What follows belongs to an exercise in optimizing a design on an open flow for small area; a production flow would make more cautious choices. The RTL was checked by simulation tests, not by an equivalence proof against the original design. Power figures rest on the tool's default switching activity, not on a simulated workload.

JK:
==> flow/design.v <==
module pkt_framer #(
  parameter int PAYLOAD_BYTES  = 40,
  parameter int FCS_BYTES      = 4,
  parameter int TIMEOUT_CYCLES = 64
) (
  input  logic                       clk_i,
  input  logic                       rst_i,
  input  logic                       in_valid_i,
  input  logic [7:0]                 in_data_i,
  input  logic                       in_sof_i,
  output logic                       in_ready_o,
  output logic                       crc_valid_o,
  output logic [8*PAYLOAD_BYTES-1:0] crc_data_o,
  input  logic                       crc_done_i,
  input  logic [31:0]                crc_value_i,
  output logic [15:0]                stat_ok_o,
  output logic [15:0]                stat_bad_o,
  output logic [15:0]                stat_drop_o,
  output logic                       out_valid_o,
  input  logic                       out_ready_i,
  output logic [8*PAYLOAD_BYTES-1:0] out_payload_o,
  output logic                       out_crc_ok_o,
  output logic                       out_timeout_o
);
  localparam int PW = 8 * PAYLOAD_BYTES;
  localparam int FW = 8 * FCS_BYTES;
  localparam int SW = PW + FW;
  logic [SW-1:0] sr_q;           
  logic [5:0]    cnt_q;
  logic          in_ready_q, active_q, crc_valid_q, out_valid_q;
  logic          ok_q, tmo_q;
  logic          accept, last_byte, waiting, tmo_hit, fcs_eq;
  logic [FW-1:0] fcs;
  assign accept    = in_valid_i & in_ready_q;
  assign last_byte = active_q & ~in_sof_i & cnt_q[5] & cnt_q[3] & cnt_q[1] & cnt_q[0];
  assign waiting   = ~in_ready_q & ~crc_valid_q & ~out_valid_q;
  assign tmo_hit   = (cnt_q == 6'd44);
  genvar j;
  generate
    for (j = 0; j < FCS_BYTES; j++) begin : g_fcs
      assign fcs[8*j +: 8] = sr_q[8*(FCS_BYTES-1-j) +: 8];
    end
  endgenerate
  assign fcs_eq = (crc_value_i == fcs);
  always_ff @(posedge clk_i or posedge rst_i) begin
    if (rst_i) begin
      in_ready_q  <= 1'b1;
      active_q    <= 1'b0;
      crc_valid_q <= 1'b0;
      out_valid_q <= 1'b0;
    end else begin
      active_q    <= in_ready_q & (active_q | (in_valid_i & in_sof_i));
      crc_valid_q <= accept & last_byte;
      if (in_ready_q) in_ready_q <= ~(in_valid_i & last_byte);
      else            in_ready_q <= out_valid_q & out_ready_i;
      if (out_valid_q) out_valid_q <= ~out_ready_i;
      else             out_valid_q <= waiting & (crc_done_i | tmo_hit);
    end
  end
  always_ff @(posedge clk_i) begin
    if (accept) sr_q <= {sr_q[SW-9:0], in_data_i};
    if (accept & in_sof_i)          cnt_q <= 6'd1;
    else if (in_valid_i | ~in_ready_q) cnt_q <= cnt_q + 6'd1;
    if (~out_valid_q) begin
      ok_q  <= crc_done_i & fcs_eq;
      tmo_q <= ~crc_done_i;
    end
  end
  logic [15:0] stat_ok_q, stat_bad_q, stat_drop_q;
  logic        hand_off, drop_inc, ok_inc, bad_inc;
  assign hand_off = out_valid_q & out_ready_i;
  assign drop_inc = accept & ~(active_q ^ in_sof_i);
  assign ok_inc   = hand_off & ok_q;
  assign bad_inc  = hand_off & ~ok_q;
  function automatic logic [15:0] sat_inc(input logic [15:0] v, input logic en);
    logic [15:0] t;
    logic        lo_ones, go;
    lo_ones = &v[7:0];
    go      = en & ~(lo_ones & (&v[15:8]));
    t[0]    = go;
    for (int i = 0; i < 7; i++) t[i+1] = t[i] & v[i];
    t[8]    = go & lo_ones;
    for (int i = 8; i < 15; i++) t[i+1] = t[i] & v[i];
    sat_inc = v ^ t;
  endfunction
  always_ff @(posedge clk_i or posedge rst_i) begin
    if (rst_i) begin
      stat_ok_q   <= '0;
      stat_bad_q  <= '0;
      stat_drop_q <= '0;
    end else begin
      stat_drop_q <= sat_inc(stat_drop_q, drop_inc);
      stat_ok_q   <= sat_inc(stat_ok_q,   ok_inc);
      stat_bad_q  <= sat_inc(stat_bad_q,  bad_inc);
    end
  end
  assign stat_ok_o   = stat_ok_q;
  assign stat_bad_o  = stat_bad_q;
  assign stat_drop_o = stat_drop_q;
  assign in_ready_o    = in_ready_q;
  assign crc_valid_o   = crc_valid_q;
  assign crc_data_o    = sr_q[SW-1:FW];
  assign out_valid_o   = out_valid_q;
  assign out_payload_o = sr_q[SW-1:FW];
  assign out_crc_ok_o  = ok_q;
  assign out_timeout_o = tmo_q;
endmodule
Settings: LEC_CHECK=0, ABC_AREA=0, CAP_MARGIN=20, CORE_AREA=4 4 161 161, DIE_AREA=0 0 165 165, PLACE_DENSITY=0.85, SLEW_MARGIN=20; clock period 4.0 ns.
standard.sh (not shown) runs the stock make flow with config.mk's settings and CLKGATE_MAP_FILE= SYNTH_SCRIPT=/design/flow/synth_recipe.tcl, a recipe that flattens the netlist after the stock synthesis.
==> flow/flow/run.sh <==
#!/bin/bash
# Standard ORFS layout with these changes:
# - the port buffers that global placement inserts use the smallest buffer cell;
# - pins may sit one routing track apart, so that a small die holds all 739 of them;
# - the buffers yosys/abc left are removed at floorplan instead of a pre-placement timing repair
#   (which only upsizes gates against unbuffered high-fanout nets);
# - the clock tree is built from compact sink clusters, with no dummy loads and no
#   double-spacing rule on the clock nets (it collides with the one-track pin spacing).
set -euo pipefail
bash standard.sh "BUFFER_PORTS_ARGS=-buffer_cell sky130_fd_sc_hd__buf_1" \
  "PLACE_PINS_ARGS=-min_distance 1 -min_distance_in_tracks" \
  "CTS_ARGS=-sink_clustering_enable -repair_clock_nets -sink_clustering_size 30 -sink_clustering_max_diameter 50 -buf_list sky130_fd_sc_hd__clkbuf_16 -dont_use_dummy_load -apply_ndr none" \
  REMOVE_ABC_BUFFERS=1 finish > standard_flow.log 2>&1
Per the final summary, JK finished and its layout is clean on timing, DRC and antenna.
Relative to JK, the following input files were edited for MS:
Settings: a change of CORE_AREA from 4 4 161 161 to 4 4 252 252; a change of DIE_AREA from 0 0 165 165 to 0 0 256 256.
==> flow/flow/run.sh <==
#!/bin/bash
# Standard ORFS layout, with the port buffers that global placement inserts taken from the
# smallest buffer cell, and a clock tree built from compact sink clusters without dummy loads.
set -euo pipefail
bash standard.sh "BUFFER_PORTS_ARGS=-buffer_cell sky130_fd_sc_hd__buf_1" \
  "CTS_ARGS=-sink_clustering_enable -repair_clock_nets -sink_clustering_size 30 -sink_clustering_max_diameter 40 -buf_list sky130_fd_sc_hd__clkbuf_8 -dont_use_dummy_load" \
  finish > standard_flow.log 2>&1
Findings:
MS has completed all stages; timing, DRC and antenna checks passed.
Worst clock skew on MS is up relative to JK.
MS against JK: all-layer global routing usage went down 7.4 points, worst hold slack went down 0.12 ns, full die area went up 140%, area of the core region went up 150%.
Inputs modified between MS and AL:
Settings: CORE_AREA: 4 4 252 252 -> 4 4 161 161; DIE_AREA: 0 0 256 256 -> 0 0 165 165.
==> flow/flow/run.sh <==
#!/bin/bash
# Standard ORFS layout with these changes:
# - the port buffers that global placement inserts use the smallest buffer cell;
# - pins may sit one routing track apart, so that a small die holds all 739 of them;
# - the buffers yosys/abc left are removed at floorplan instead of a pre-placement timing repair
#   (which only upsizes gates against unbuffered high-fanout nets);
# - the clock tree is built from compact sink clusters, with no dummy loads and no
#   double-spacing rule on the clock nets (it collides with the one-track pin spacing).
set -euo pipefail
bash standard.sh "BUFFER_PORTS_ARGS=-buffer_cell sky130_fd_sc_hd__buf_1" \
  "PLACE_PINS_ARGS=-min_distance 1 -min_distance_in_tracks" \
  "CTS_ARGS=-sink_clustering_enable -repair_clock_nets -sink_clustering_size 20 -sink_clustering_max_diameter 60 -buf_list sky130_fd_sc_hd__clkbuf_8 -dont_use_dummy_load -apply_ndr none" \
  REMOVE_ABC_BUFFERS=1 finish > standard_flow.log 2>&1
==> comparison <==
After detailed routing, MS needs more wire than AL.
Comparing MS and AL, final-layout worst hold slack is higher on AL.
Largest driver fanout on the critical path delta for AL relative to MS: 15 higher
Number of diodes added for antenna fixing (higher): MS
Clock network fraction of total power: AL < MS
NOTE: number of DRC violations after detailed-routing iteration 0 in AL exceeds that of MS
Summary of AL over MS: number of global-route vias before repair went down by about 10%, core utilization went up by 40 points, worst-case setup margin in the final layout went down by 0.11 ns, global-route usage over all layers went up by 6.6 points, area of placed instances went down by about 4.3%.

what the ideal ports hide:
No port has a modelled driver above. Below, the same layouts with a new extraction and two added sets of constraints. Step 1 assumes that a clkbuf_16 drives the clock port and a buf_2 every other input. Step 2 adds t to the input delays and takes it off the output delays; t is the mean of the earliest and latest rising clock arrival at the registers after step 1. Input paths then give back, and output paths get back, about the clock's delay inside the block. Three values: no drivers, after step 1, after step 2; two values: the first two.
run | t, ns | setup slack, ns | hold slack, ns
JK | 0.524 | 1.271 / 1.271 / 0.950 | 0.427 / 0.405 / 0.444
MS | 0.654 | 1.457 / 1.457 / 1.164 | 0.304 / 0.276 / 0.410
AL | 0.604 | 1.345 / 1.345 / 0.966 | 0.339 / 0.322 / 0.438
After both steps setup and hold are still met in every run listed. For AL, which loses most, drivers alone change the setup slack by 0.000 ns; drivers and shift together by -0.379 ns.
